Source: an optimization exercise on an open RTL-to-GDS flow (aim: small area, a short achievable clock period and few clock cycles). Production flows keep margins and buffers that such runs may drop.
Only simulation tests tie the RTL to the original design; equivalence was not proved.

$ cat design/flow/design.v
`default_nettype none
package mmu_pkg;
  localparam int MAX_DIM     = 8;
  localparam int VALUE_WIDTH = 32;
  localparam int ELEM_W  = 32;
  localparam int FRAC_W  = 16;
  localparam int DIM_W   = 4;
  localparam int POS_W   = 3;
  localparam int IDX_W   = (MAX_DIM > 1) ? $clog2(MAX_DIM) : 1;
  localparam int DEPTH   = MAX_DIM * MAX_DIM;
  localparam int ADDR_W  = $clog2(DEPTH);
  localparam int PROD_W  = 2 * ELEM_W;
  localparam int ACC_W   = PROD_W + $clog2(MAX_DIM) + 1;
  localparam int SH_W    = ACC_W - FRAC_W;
  localparam int SAT_W   = (VALUE_WIDTH < SH_W) ? VALUE_WIDTH : SH_W;
  localparam logic [63:0] SAT_MAX = (64'd1 << (VALUE_WIDTH - 1)) - 64'd1;
  localparam logic [DIM_W-1:0] DIM_RESET = 4'd8;
  localparam logic [1:0] CMD_WRITE_A = 2'd0;
  localparam logic [1:0] CMD_WRITE_B = 2'd1;
  localparam logic [1:0] CMD_COMPUTE = 2'd2;
  localparam logic [1:0] REG_A_ROWS     = 2'd0;
  localparam logic [1:0] REG_INNER_SIZE = 2'd1;
  localparam logic [1:0] REG_B_COLS     = 2'd2;
  typedef enum logic [1:0] {
    ST_IDLE,
    ST_RUN,
    ST_FLUSH
  } mmu_state_t;
  typedef struct packed {
    logic [1:0]              command;
    logic [POS_W-1:0]        row_index;
    logic [POS_W-1:0]        col_index;
    logic signed [ELEM_W-1:0] element_value;
  } mmu_in_t;
  typedef struct packed {
    logic [POS_W-1:0]        out_row;
    logic [POS_W-1:0]        out_col;
    logic signed [ELEM_W-1:0] out_value;
    logic                    saturated;
    logic                    last;
  } mmu_out_t;
  typedef struct packed {
    logic [IDX_W-1:0] row;
    logic [IDX_W-1:0] col;
    logic             first_k;
    logic             last_k;
    logic             last_entry;
  } mmu_tag_t;
  typedef struct packed {
    logic             wr_a;
    logic             wr_b;
    logic             issue;
    logic             advance;
    logic [IDX_W-1:0] k;
    mmu_tag_t         tag;
  } mmu_cmd_t;
  typedef struct packed {
    logic busy;
    logic out_blocked;
  } mmu_status_t;
  function automatic logic [ADDR_W-1:0] elem_addr(int unsigned r, int unsigned c);
    elem_addr = ADDR_W'(r * MAX_DIM + c);
  endfunction
  function automatic logic [IDX_W-1:0] dim_last(logic [DIM_W-1:0] v);
    logic [IDX_W-1:0] res;
    if (v == '0) begin
      res = '0;
    end else if (int'(v) > MAX_DIM) begin
      res = IDX_W'(MAX_DIM - 1);
    end else begin
      res = IDX_W'(v - 4'd1);
    end
    dim_last = res;
  endfunction
endpackage
`default_nettype wire
`default_nettype none
module mmu_ram #(
  parameter int WIDTH = 32,
  parameter int DEPTH = 64
) (
  input  wire logic                     clk,
  input  wire logic                     we,
  input  wire logic [$clog2(DEPTH)-1:0] waddr,
  input  wire logic [WIDTH-1:0]         wdata,
  input  wire logic                     re,
  input  wire logic [$clog2(DEPTH)-1:0] raddr,
  output      logic [WIDTH-1:0]         rdata
);
  logic [WIDTH-1:0] mem [DEPTH];
  always_ff @(posedge clk) begin
    if (we) begin
      mem[waddr] <= wdata;
    end
    if (re) begin
      rdata <= mem[raddr];
    end
  end
endmodule
`default_nettype wire
`default_nettype none
import mmu_pkg::*;
module mmu_ctrl (
  input  wire logic                 clk,
  input  wire logic                 rst_n,
  input  wire logic                 in_valid,
  output      logic                 in_stall,
  input  wire mmu_pkg::mmu_in_t     in_data,
  input  wire logic                 cfg_wr_en,
  input  wire logic [1:0]           cfg_index,
  input  wire logic [3:0]           cfg_data,
  output      mmu_pkg::mmu_cmd_t    cmd,
  input  wire mmu_pkg::mmu_status_t status
);
  mmu_pkg::mmu_state_t       state_r, state_nxt;
  logic [DIM_W-1:0] a_rows_r, inner_size_r, b_cols_r;
  logic [IDX_W-1:0] i_r, j_r, k_r;
  logic [IDX_W-1:0] i_nxt, j_nxt, k_nxt;
  logic [IDX_W-1:0] last_i, last_j, last_k;
  logic             in_accept;
  logic             end_k, end_j, end_i;
  assign last_i = mmu_pkg::dim_last(a_rows_r);
  assign last_k = mmu_pkg::dim_last(inner_size_r);
  assign last_j = mmu_pkg::dim_last(b_cols_r);
  assign end_k = (k_r == last_k);
  assign end_j = (j_r == last_j);
  assign end_i = (i_r == last_i);
  assign in_accept = in_valid && !in_stall;
  always_ff @(posedge clk) begin
    if (!rst_n) begin
      a_rows_r     <= DIM_RESET;
      inner_size_r <= DIM_RESET;
      b_cols_r     <= DIM_RESET;
    end else if (cfg_wr_en) begin
      case (cfg_index)
        REG_A_ROWS:     a_rows_r     <= cfg_data;
        REG_INNER_SIZE: inner_size_r <= cfg_data;
        REG_B_COLS:     b_cols_r     <= cfg_data;
        default: ;
      endcase
    end
  end
  always_ff @(posedge clk) begin
    if (!rst_n) begin
      state_r <= ST_IDLE;
      i_r     <= '0;
      j_r     <= '0;
      k_r     <= '0;
    end else begin
      state_r <= state_nxt;
      i_r     <= i_nxt;
      j_r     <= j_nxt;
      k_r     <= k_nxt;
    end
  end
  always_comb begin
    state_nxt = state_r;
    case (state_r)
      ST_IDLE: begin
        if (in_accept && in_data.command == CMD_COMPUTE) begin
          state_nxt = ST_RUN;
        end
      end
      ST_RUN: begin
        if (cmd.advance && end_k && end_j && end_i) begin
          state_nxt = ST_FLUSH;
        end
      end
      ST_FLUSH: begin
        if (!status.busy) begin
          state_nxt = ST_IDLE;
        end
      end
      default: state_nxt = ST_IDLE;
    endcase
  end
  always_comb begin
    in_stall           = 1'b1;
    cmd                = '0;
    cmd.advance        = !status.out_blocked;
    cmd.k              = k_r;
    cmd.tag.row        = i_r;
    cmd.tag.col        = j_r;
    cmd.tag.first_k    = (k_r == '0);
    cmd.tag.last_k     = end_k;
    cmd.tag.last_entry = end_i && end_j;
    i_nxt              = i_r;
    j_nxt              = j_r;
    k_nxt              = k_r;
    case (state_r)
      ST_IDLE: begin
        in_stall = 1'b0;
        cmd.wr_a = in_accept && in_data.command == CMD_WRITE_A;
        cmd.wr_b = in_accept && in_data.command == CMD_WRITE_B;
      end
      ST_RUN: begin
        cmd.issue = cmd.advance;
        if (cmd.advance) begin
          if (!end_k) begin
            k_nxt = k_r + 1'b1;
          end else begin
            k_nxt = '0;
            if (!end_j) begin
              j_nxt = j_r + 1'b1;
            end else begin
              j_nxt = '0;
              i_nxt = end_i ? '0 : i_r + 1'b1;
            end
          end
        end
      end
      ST_FLUSH: ;
      default: ;
    endcase
  end
endmodule
`default_nettype wire
`default_nettype none
import mmu_pkg::*;
module mmu_datapath (
  input  wire logic                 clk,
  input  wire logic                 rst_n,
  input  wire mmu_pkg::mmu_in_t     in_data,
  input  wire mmu_pkg::mmu_cmd_t    cmd,
  output      mmu_pkg::mmu_status_t status,
  output      logic                 out_valid,
  input  wire logic                 out_stall,
  output      mmu_pkg::mmu_out_t    out_data
);
  logic                    wr_ok;
  logic [ADDR_W-1:0]       wr_addr, a_raddr, b_raddr;
  logic [ELEM_W-1:0]       a_rdata, b_rdata;
  logic                    s1_valid_r, s2_valid_r, s3_valid_r;
  mmu_pkg::mmu_tag_t                s1_tag_r, s2_tag_r, s3_tag_r;
  logic signed [PROD_W-1:0] prod_r;
  logic signed [ACC_W-1:0]  acc_r, acc_nxt, prod_ext;
  logic [SH_W-1:0]         q;
  logic [SH_W-SAT_W:0]     q_top;
  logic                    fits;
  logic                    load;
  logic                    out_valid_r;
  mmu_pkg::mmu_out_t                out_data_r, out_data_nxt;
  assign wr_ok   = (int'(in_data.row_index) < MAX_DIM) && (int'(in_data.col_index) < MAX_DIM);
  assign wr_addr = mmu_pkg::elem_addr(in_data.row_index, in_data.col_index);
  assign a_raddr = mmu_pkg::elem_addr(cmd.tag.row, cmd.k);
  assign b_raddr = mmu_pkg::elem_addr(cmd.k, cmd.tag.col);
  mmu_ram #(.WIDTH(ELEM_W), .DEPTH(DEPTH)) u_a_store (
    .clk   (clk),
    .we    (cmd.wr_a && wr_ok),
    .waddr (wr_addr),
    .wdata (in_data.element_value),
    .re    (cmd.issue),
    .raddr (a_raddr),
    .rdata (a_rdata)
  );
  mmu_ram #(.WIDTH(ELEM_W), .DEPTH(DEPTH)) u_b_store (
    .clk   (clk),
    .we    (cmd.wr_b && wr_ok),
    .waddr (wr_addr),
    .wdata (in_data.element_value),
    .re    (cmd.issue),
    .raddr (b_raddr),
    .rdata (b_rdata)
  );
  assign prod_ext = {{(ACC_W-PROD_W){prod_r[PROD_W-1]}}, prod_r};
  assign acc_nxt  = s2_tag_r.first_k ? prod_ext : acc_r + prod_ext;
  always_ff @(posedge clk) begin
    if (!rst_n) begin
      s1_valid_r <= 1'b0;
      s2_valid_r <= 1'b0;
      s3_valid_r <= 1'b0;
    end else if (cmd.advance) begin
      s1_valid_r <= cmd.issue;
      s2_valid_r <= s1_valid_r;
      s3_valid_r <= s2_valid_r && s2_tag_r.last_k;
    end
  end
  always_ff @(posedge clk) begin
    if (cmd.advance) begin
      s1_tag_r <= cmd.tag;
      s2_tag_r <= s1_tag_r;
      s3_tag_r <= s2_tag_r;
      prod_r   <= PROD_W'($signed(a_rdata)) * PROD_W'($signed(b_rdata));
      if (s2_valid_r) begin
        acc_r <= acc_nxt;
      end
    end
  end
  assign q     = acc_r[ACC_W-1:FRAC_W];
  assign q_top = q[SH_W-1:SAT_W-1];
  assign fits  = (&q_top) || !(|q_top);
  always_comb begin
    out_data_nxt.out_row = POS_W'(s3_tag_r.row);
    out_data_nxt.out_col = POS_W'(s3_tag_r.col);
    out_data_nxt.last    = s3_tag_r.last_entry;
    out_data_nxt.saturated = !fits;
    if (fits) begin
      out_data_nxt.out_value = q[ELEM_W-1:0];
    end else if (q[SH_W-1]) begin
      out_data_nxt.out_value = ~SAT_MAX[ELEM_W-1:0];
    end else begin
      out_data_nxt.out_value = SAT_MAX[ELEM_W-1:0];
    end
  end
  assign load = cmd.advance && s3_valid_r;
  always_ff @(posedge clk) begin
    if (!rst_n) begin
      out_valid_r <= 1'b0;
    end else if (load) begin
      out_valid_r <= 1'b1;
    end else if (!out_stall) begin
      out_valid_r <= 1'b0;
    end
  end
  always_ff @(posedge clk) begin
    if (load) begin
      out_data_r <= out_data_nxt;
    end
  end
  assign out_valid          = out_valid_r;
  assign out_data           = out_data_r;
  assign status.busy        = s1_valid_r || s2_valid_r || s3_valid_r;
  assign status.out_blocked = out_valid_r && out_stall;
endmodule
`default_nettype wire
`default_nettype none
import mmu_pkg::*;
module matrix_multiply_unit (
  input  wire logic              clk,
  input  wire logic              rst_n,
  input  wire logic              in_valid,
  output      logic              in_stall,
  input  wire logic [39:0]       in_data,
  output      logic              out_valid,
  input  wire logic              out_stall,
  output      logic [39:0]       out_data,
  input  wire logic              cfg_wr_en,
  input  wire logic [1:0]        cfg_index,
  input  wire logic [3:0]        cfg_data
);
  mmu_pkg::mmu_cmd_t    cmd;
  mmu_pkg::mmu_status_t status;
  mmu_pkg::mmu_in_t     in_beat;
  mmu_pkg::mmu_out_t    out_beat;
  assign in_beat  = in_data;
  assign out_data = out_beat;
  mmu_ctrl u_ctrl (
    .clk       (clk),
    .rst_n     (rst_n),
    .in_valid  (in_valid),
    .in_stall  (in_stall),
    .in_data   (in_beat),
    .cfg_wr_en (cfg_wr_en),
    .cfg_index (cfg_index),
    .cfg_data  (cfg_data),
    .cmd       (cmd),
    .status    (status)
  );
  mmu_datapath u_datapath (
    .clk       (clk),
    .rst_n     (rst_n),
    .in_data   (in_beat),
    .cmd       (cmd),
    .status    (status),
    .out_valid (out_valid),
    .out_stall (out_stall),
    .out_data  (out_beat)
  );
endmodule
`default_nettype wire
$ cat design/flow/run.sh
#!/bin/bash
# synth_recipe.tcl (not shown) runs the flow's synth.tcl, then flattens the netlist and writes it again
# the make line also repeats each setting of config.mk as NAME=value (left out here)
make -C /OpenROAD-flow-scripts/flow DESIGN_CONFIG=/design/flow/config.mk WORK_HOME=/design/flow/orfs CLKGATE_MAP_FILE= SYNTH_SCRIPT=/design/flow/synth_recipe.tcl finish
$ cat design/flow/config.mk
export PLATFORM = sky130hd
export DESIGN_NAME = matrix_multiply_unit
export DESIGN_NICKNAME = matrix_multiply_unit
export VERILOG_FILES = /design/flow/design.v
export SDC_FILE = /design/flow/constraint.sdc
export NUM_CORES = 4
export LEC_CHECK = 0
export CAP_MARGIN = 20
export CORE_MARGIN = 2
export CORE_UTILIZATION = 40
export SETUP_SLACK_MARGIN = 5
export SLEW_MARGIN = 20
$ cat design/flow/constraint.sdc
create_clock -name core_clock -period 10.0 [get_ports {clk}]
set_input_delay 2.0000 -clock core_clock [delete_from_list [all_inputs] [get_ports {clk}]]
set_output_delay 2.0000 -clock core_clock [all_outputs]
set_load 0.01 [all_outputs]
==> reports/summary.txt, run 1 <==
crit share post-route - 0.766
worst hold path depth - 0
WL final - 562,000 um
count of warnings emitted by yosys - 3
GR Overflow Total - 0
Hold/Removal Path Class - reg -> reg
CP startpoint kind - flip-flop
CTS tree - done
hold path endpoint - u_datapath.out_data_r[34]
RSZ-0062 raised after global routing - true
share of post-route cells with drive strength above 1 - 0.265
Root Buffer - clkbuf_16
Final Instance Area - 236,000 um2
DRT iter0 DRCs - 11,300
die width - 720 um
CP top delay family - adder cells
num rows - 263
top cell type's share of synthesized area - 0.637
GRT Util Overall - 0.214
asr flop ratio synth - 0
Gate Count Post-Synth - 11,000
Core ar. - 512,000 um2
Placer Congestion - 0.836
cell depth of the worst flop-to-flop path - 30
largest net degree at the start of global routing - 131
Slew Viols, Final - 0
Netlist cell types - 82
Port Buffers - 92
status - no timing/DRC/antenna violations
Final Hold Vio Count - 0
Hold WS - 0.410 ns
io pins - 93
Post-synth EDFFs - 4,357
Via density - 5.60
crit path DAT - 8.40 ns
DRC Markers - 0
Synth area leaders - edfxtp_1, mux4_2, fa_1, inv_1, and2_1
Final min period - 7.66 ns
CTS buffer count - 445
vias - 105,000
min-delay src - u_datapath.s3_tag_r[3]
H-tree depth - 5
Fmax achieved - 131 MHz
slowest CP cell - fa_2
antenna-violating nets left - 0
DPL Wire Length - 335,000 um
Area Growth Syn to Fin - 15.0%
Crit Path Max Fanout - 5
DRT Pass-1 Iters - 6
clock insertion delay at the later pin of the skew report - 1.07 ns
fin nets - 13,000
Hold Buf Count CTS - 0
first-pass GRT wire length - 802,000 um
CTS sink cnt - 4,384
Post-Syn Area - 205,000 um2
crit end category - flip-flop
cell mode on critical path - fa_1
max_slew headroom - 0.204
Clock Tree Buf Depth - 4
worst slew pin tran - 1.19 ns
Avg Synthesized Cell Area - 18.7 um2
FF-to-FF Start - u_datapath.u_a_store.rdata[31]
#FFs+latches synth - 4,384
placed cell areas - 216,000 um2
post-synthesis sequential area ratio - 0.640
Yosys top cell by area - edfxtp_1
initial core utilization - 0.401
Setup Viol. Count Final - 0
CP Class - reg -> reg
prevailing post-synth register cell - edfxtp_1
Critical Path Max Stage Delay - 0.62 ns
Clock transition at path regs - 0.08 ns
die area - 519,000 um2
setup TNS - 0 ns
R2R Setup Slk - 2.34 ns
Mapped Nets - 12,400
Required @ worst endpoint - 10.74 ns
die height - 720 um
clk_skew - 0.127 ns
vias in the first global route - 111,000
Worst R2R End - u_datapath.prod_r[62]
DR WL/cell - 30.0 um
antenna violations before repair - 53
worst path bufs/invs - 10
max cap viols - 0
## metal layers
metal | wire [um] | track usage | up-vias
met4 | 22100 | 0.0730 | 32
met3 | 39400 | 0.0350 | 921
met5 | 209 | 0 | -
met2 | 282000 | 0.368 | 3913
li1 | - | - | 42900
met1 | 218000 | 0.277 | 57300
## synthesized netlist by cell type, drive strengths merged (6+ instances only)
cell	instances
edfxtp	4357
mux4	1333
fa	1083
inv	981
nand2	674
and2	522
clkbuf	450
ha	258
nor2	237
o21ai	143
a21oi	142
a21o	117
buf	112
xnor2	88
xor2	47
nand3	35
nor2b	34
dfxtp	27
a31oi	26
mux2i	23
nand4	23
nand2b	22
o21bai	22
nor3	21
o21a	17
and3	13
mux2	13
nor4	12
a21boi	10
nor3b	10
o211ai	10
a211oi	9
nand3b	9
o31ai	6
or2	6
## state kept, by name, indices dropped and copies added, names as in the netlist, 3 cells and up
name / flops
u_ctrl.a_rows_r: 4
u_ctrl.b_cols_r: 4
u_ctrl.i_r: 3
u_ctrl.inner_size_r: 4
u_ctrl.j_r: 3
u_ctrl.k_r: 3
u_datapath.acc_r: 68
u_datapath.out_data_r: 40
u_datapath.prod_r: 64
u_datapath.s1_tag_r: 9
u_datapath.s2_tag_r: 9
u_datapath.s3_tag_r: 7
u_datapath.u_a_store.mem: 2048
u_datapath.u_a_store.rdata: 32
u_datapath.u_b_store.mem: 2048
u_datapath.u_b_store.rdata: 32
## placed cells by master, fill, tap and decap left out, types with 115 or more instances in the layout
cell type  netlist  final
clkbuf_16        0    448
ha_1           258    199
edfxtp_1      4357   4357
a21o_1         117    115
nor2_4           0    132
inv_1          981    935
and2_1         521    487
fa_1          1083   1005
o21ai_0        137    118
nand2_1        674    639
mux4_2        1333   1333
buf_4            0    470
## metrics by stage
stage | instances | util | worst slack [ns]
2_1_floorplan | 11000 | - | 2.34
3_3_place_gp | 17600 | 0.423 | 1.32
3_5_place_dp | 17600 | 0.423 | 1.39
4_1_cts | 18700 | 0.459 | 2.19
5_1_grt | 18700 | 0.461 | 2.18
6_report | 18800 | 0.461 | 2.34
## how the worst max path moves through the flow
stage | start | endpoint | slack (ns) | cells after the start
6_report | u_datapath.u_a_store.rdata[31] | u_datapath.prod_r[62] | 2.34 | 30
5_1_grt | u_datapath.u_a_store.rdata[9] | u_datapath.prod_r[56] | 2.18 | 26
4_1_cts | u_datapath.u_a_store.rdata[31] | u_datapath.prod_r[62] | 2.19 | 29
3_5_place_dp | u_datapath.u_b_store.rdata[7] | u_datapath.prod_r[62] | 1.39 | 28
3_3_place_gp | u_datapath.u_b_store.rdata[7] | u_datapath.prod_r[62] | 1.32 | 28
2_1_floorplan | u_datapath.u_b_store.rdata[7] | u_datapath.prod_r[62] | 2.34 | 28
## cell families after synthesis
kind of cell | share of synthesized area
AND/OR/NAND/NOR | 0.0388
flip-flops | 0.640
buffers and inverters | 0.0283
AO/OA/AOI/OAI | 0.0176
multiplexers | 0.148
XOR/XNOR | 0.00576
adder cells (fa/ha/maj) | 0.121
## repair_timing
action / in CTS / in global routing
buffers inserted: 258 / 61
gates cloned: 14 / 1
gates resized for setup: 339 / 138
pin swaps: 251 / 145
setup endpoints to repair: 406 / 136
## final cells by class
class                           count  area (um2)
Inverter                          981        3690
Sequential cell                  4384      131000
Clock buffer                      539       11500
Multi-Input combinational cell   5047       71000
Fill cell                       42700      276000
Timing Repair Buffer              719        7130
Clock inverter                    287        2750
Tap cell                         6757        8450
Antenna cell                       38        95.1
Testbench counts, summed over its fixed seeds: cycles 26,724.
==> run 2, diff against run 1 <==
--- a/design/flow/config.mk
+++ b/design/flow/config.mk
@@ -10,3 +10,2 @@
 export CORE_UTILIZATION = 40
-export SETUP_SLACK_MARGIN = 5
 export SLEW_MARGIN = 20
==> reports/summary.txt, run 2 <==
status - no timing/DRC/antenna violations
prevailing post-synth register cell - edfxtp_1
cell depth of the worst flop-to-flop path - 28
DRT Pass-1 Iters - 6
Via density - 5.61
WL final - 551,000 um
Setup Viol. Count Final - 0
post-synthesis sequential area ratio - 0.640
Gate Count Post-Synth - 11,000
H-tree depth - 5
crit path DAT - 9.72 ns
max_slew headroom - 0.196
setup TNS - 0 ns
worst slew pin tran - 1.21 ns
Worst R2R End - u_datapath.prod_r[62]
Clock Tree Buf Depth - 4
Commonest cells post-synth - edfxtp_1, mux4_2, fa_1
Critical Path Max Stage Delay - 0.85 ns
Area Growth Syn to Fin - 12.1%
DPL Wire Length - 340,000 um
crit share post-route - 0.900
antenna-violating nets left - 0
Netlist cell types - 82
crit end category - flip-flop
GRT Util Overall - 0.210
CTS buffer count - 442
R2R Setup Slk - 1.00 ns
Avg Synthesized Cell Area - 18.7 um2
CP Class - reg -> reg
Port Buffers - 92
io pins - 93
antenna violations before repair - 34
die area - 519,000 um2
post-layout util - 0.449
CTS sink cnt - 4,384
Post-Syn Area - 205,000 um2
#FFs+latches synth - 4,384
Final Non-Filler Cells - 18,400
Post-synth EDFFs - 4,357
Required @ worst endpoint - 10.72 ns
Mapped Nets - 12,400
Critical Path Sink - u_datapath.prod_r[62]
Setup Fix Bufs, Post-CTS - 0
DRT iter0 DRCs - 11,100
share of post-route cells with drive strength above 1 - 0.211
Core ar. - 512,000 um2
initial core utilization - 0.401
Final min period - 9.00 ns
DRC Markers - 0
CTS-repair resized insts - 0
cell mode on critical path - fa_1
placed insts - 17,600
vias in the first global route - 109,000
slowest CP cell - fa_1
Root Buffer - clkbuf_16
CP startpoint kind - flip-flop
max cap viols - 0
DR WL/cell - 29.9 um
die width - 720 um
Hold/Removal Path Class - reg -> reg
first-pass GRT wire length - 790,000 um
CTS tree - done
most frequent cells in the layout - edfxtp_1, mux4_2, fa_1
Fmax achieved - 111 MHz
Critical Path Start - u_datapath.u_b_store.rdata[6]
Final Hold Vio Count - 0
clk_skew - 0.112 ns
commonest non-fill, non-tap cell in the layout - edfxtp_1
clock insertion delay at the later pin of the skew report - 1.06 ns
Clock transition at path regs - 0.06 ns
top cell type's share of synthesized area - 0.637
Hold Buf Count CTS - 0
GR Overflow Total - 0
count of warnings emitted by yosys - 3
fin nets - 12,600
most frequent cell after synthesis - edfxtp_1
Hold WS - 0.417 ns
Crit Path Max Fanout - 19
Yosys top cell by area - edfxtp_1
num rows - 263
RSZ-0062 raised after global routing - false
largest net degree at the start of global routing - 126
Slew Viols, Final - 0
asr flop ratio synth - 0
die height - 720 um
Regs by FF count - u_datapath.u_a_store.mem: 2048 flops, u_datapath.u_b_store.mem: 2048 flops, u_datapath.acc_r: 68 flops
FF-to-FF Start - u_datapath.u_b_store.rdata[6]
Placer Congestion - 0.844
Synth area leaders - edfxtp_1, mux4_2, fa_1, inv_1, and2_1
vias - 103,000
## run 2: cell counts after synthesis
No cell type changed its count.
## run 2: cell families (layout without fill, tap and decap cells)
family                     Yosys count  count (layout)  share of synthesized area
muxes                             1369            1369                      0.148
xor gates and xnor gates           135             135                    0.00576
AOI/OAI and AO/OA                  558             558                     0.0176
buffers and inverters             1543            2183                     0.0283
DFF                               4384            4384                      0.640
other                                0              27                          0
adders and majority gates         1344            1344                      0.121
and+or+nand+nor                   1638            1638                     0.0388
## run 2: layout make-up
cell class | count | area (um2)
diodes | 27 | 67.6
fillers | 43300 | 282000
clock inverters | 260 | 2420
repair buffers | 394 | 3360
well taps | 6757 | 8450
inverters | 981 | 3690
clock buffers | 548 | 11600
multi-input cells | 5044 | 69100
flip-flops and latches | 4384 | 131000
## run 2: through the flow
step | area (um2) | setup WS (ns)
3_3_place_gp | 216000 | 0.906
5_1_grt | 230000 | 0.367
3_5_place_dp | 216000 | 0.931
2_1_floorplan | 205000 | 2.02
6_report | 230000 | 1.00
4_1_cts | 230000 | 0.946
## run 2: per-layer routing
layer  vias to the layer above  wire (um)  global-route usage
met4                        24      15400              0.0560
met5                         -        149                   0
met2                      3950     276000               0.360
li1                      42200          -                   -
met3                       761      40500              0.0385
met1                     56200     219000               0.278
## run 2: critical path: cells and delay by family, from the launching register on
kind	cells	cell delay, ns
adder cells (fa/ha/maj)	9	4.66
AND/OR/NAND/NOR	2	0.29
AO/OA/AOI/OAI	9	1.67
XOR/XNOR	1	0.12
flip-flops	1	0.82
buffers and inverters	7	1.16
## run 2: how the worst min path moves through the flow
stage / start / to / cells after the start
finish: u_datapath.s2_tag_r[5] / u_datapath.s3_tag_r[5] / 0
global route: u_datapath.s2_tag_r[7] / u_datapath.s3_tag_r[7] / 0
CTS: u_datapath.s2_tag_r[5] / u_datapath.s3_tag_r[5] / 0
detailed placement: u_datapath.s2_tag_r[5] / u_datapath.s3_tag_r[5] / 0
global placement: u_datapath.s2_tag_r[4] / u_datapath.s3_tag_r[4] / 0
floorplan: u_datapath.s3_tag_r[0] / u_datapath.out_data_r[0] / 0

[what the ideal ports hide]
The results above use ideal ports. As a check the final layouts listed here were re-extracted and re-timed, cells and wires unchanged.
Step 1 sets driving cells, clkbuf_16 on the clock port and buf_2 on the other inputs (assumed; they add their load-dependent delay and slew).
Step 2 adds t to the input delays and takes it off the output delays; t is the mean of the earliest and latest rising clock arrival at the registers after step 1. Input paths then give back, and output paths get back, about the clock's delay inside the block.
Slacks: no drivers / after step 1 / after step 2; pairs: no drivers / after step 1.
run | t (ns) | slack for setup (ns) | worst hold slack (ns) | worst setup path at the end | slew at the worst register clock pin (ns)
run 1 | 1.126 | 2.339 / 2.339 / 2.339 | 0.410 / 0.410 / 0.410 | register to register | 0.08 / 0.08
run 2 | 1.116 | 1.002 / 1.002 / 1.002 | 0.417 / 0.417 / 0.417 | register to register | 0.07 / 0.07
After both steps every run listed still meets setup and hold.
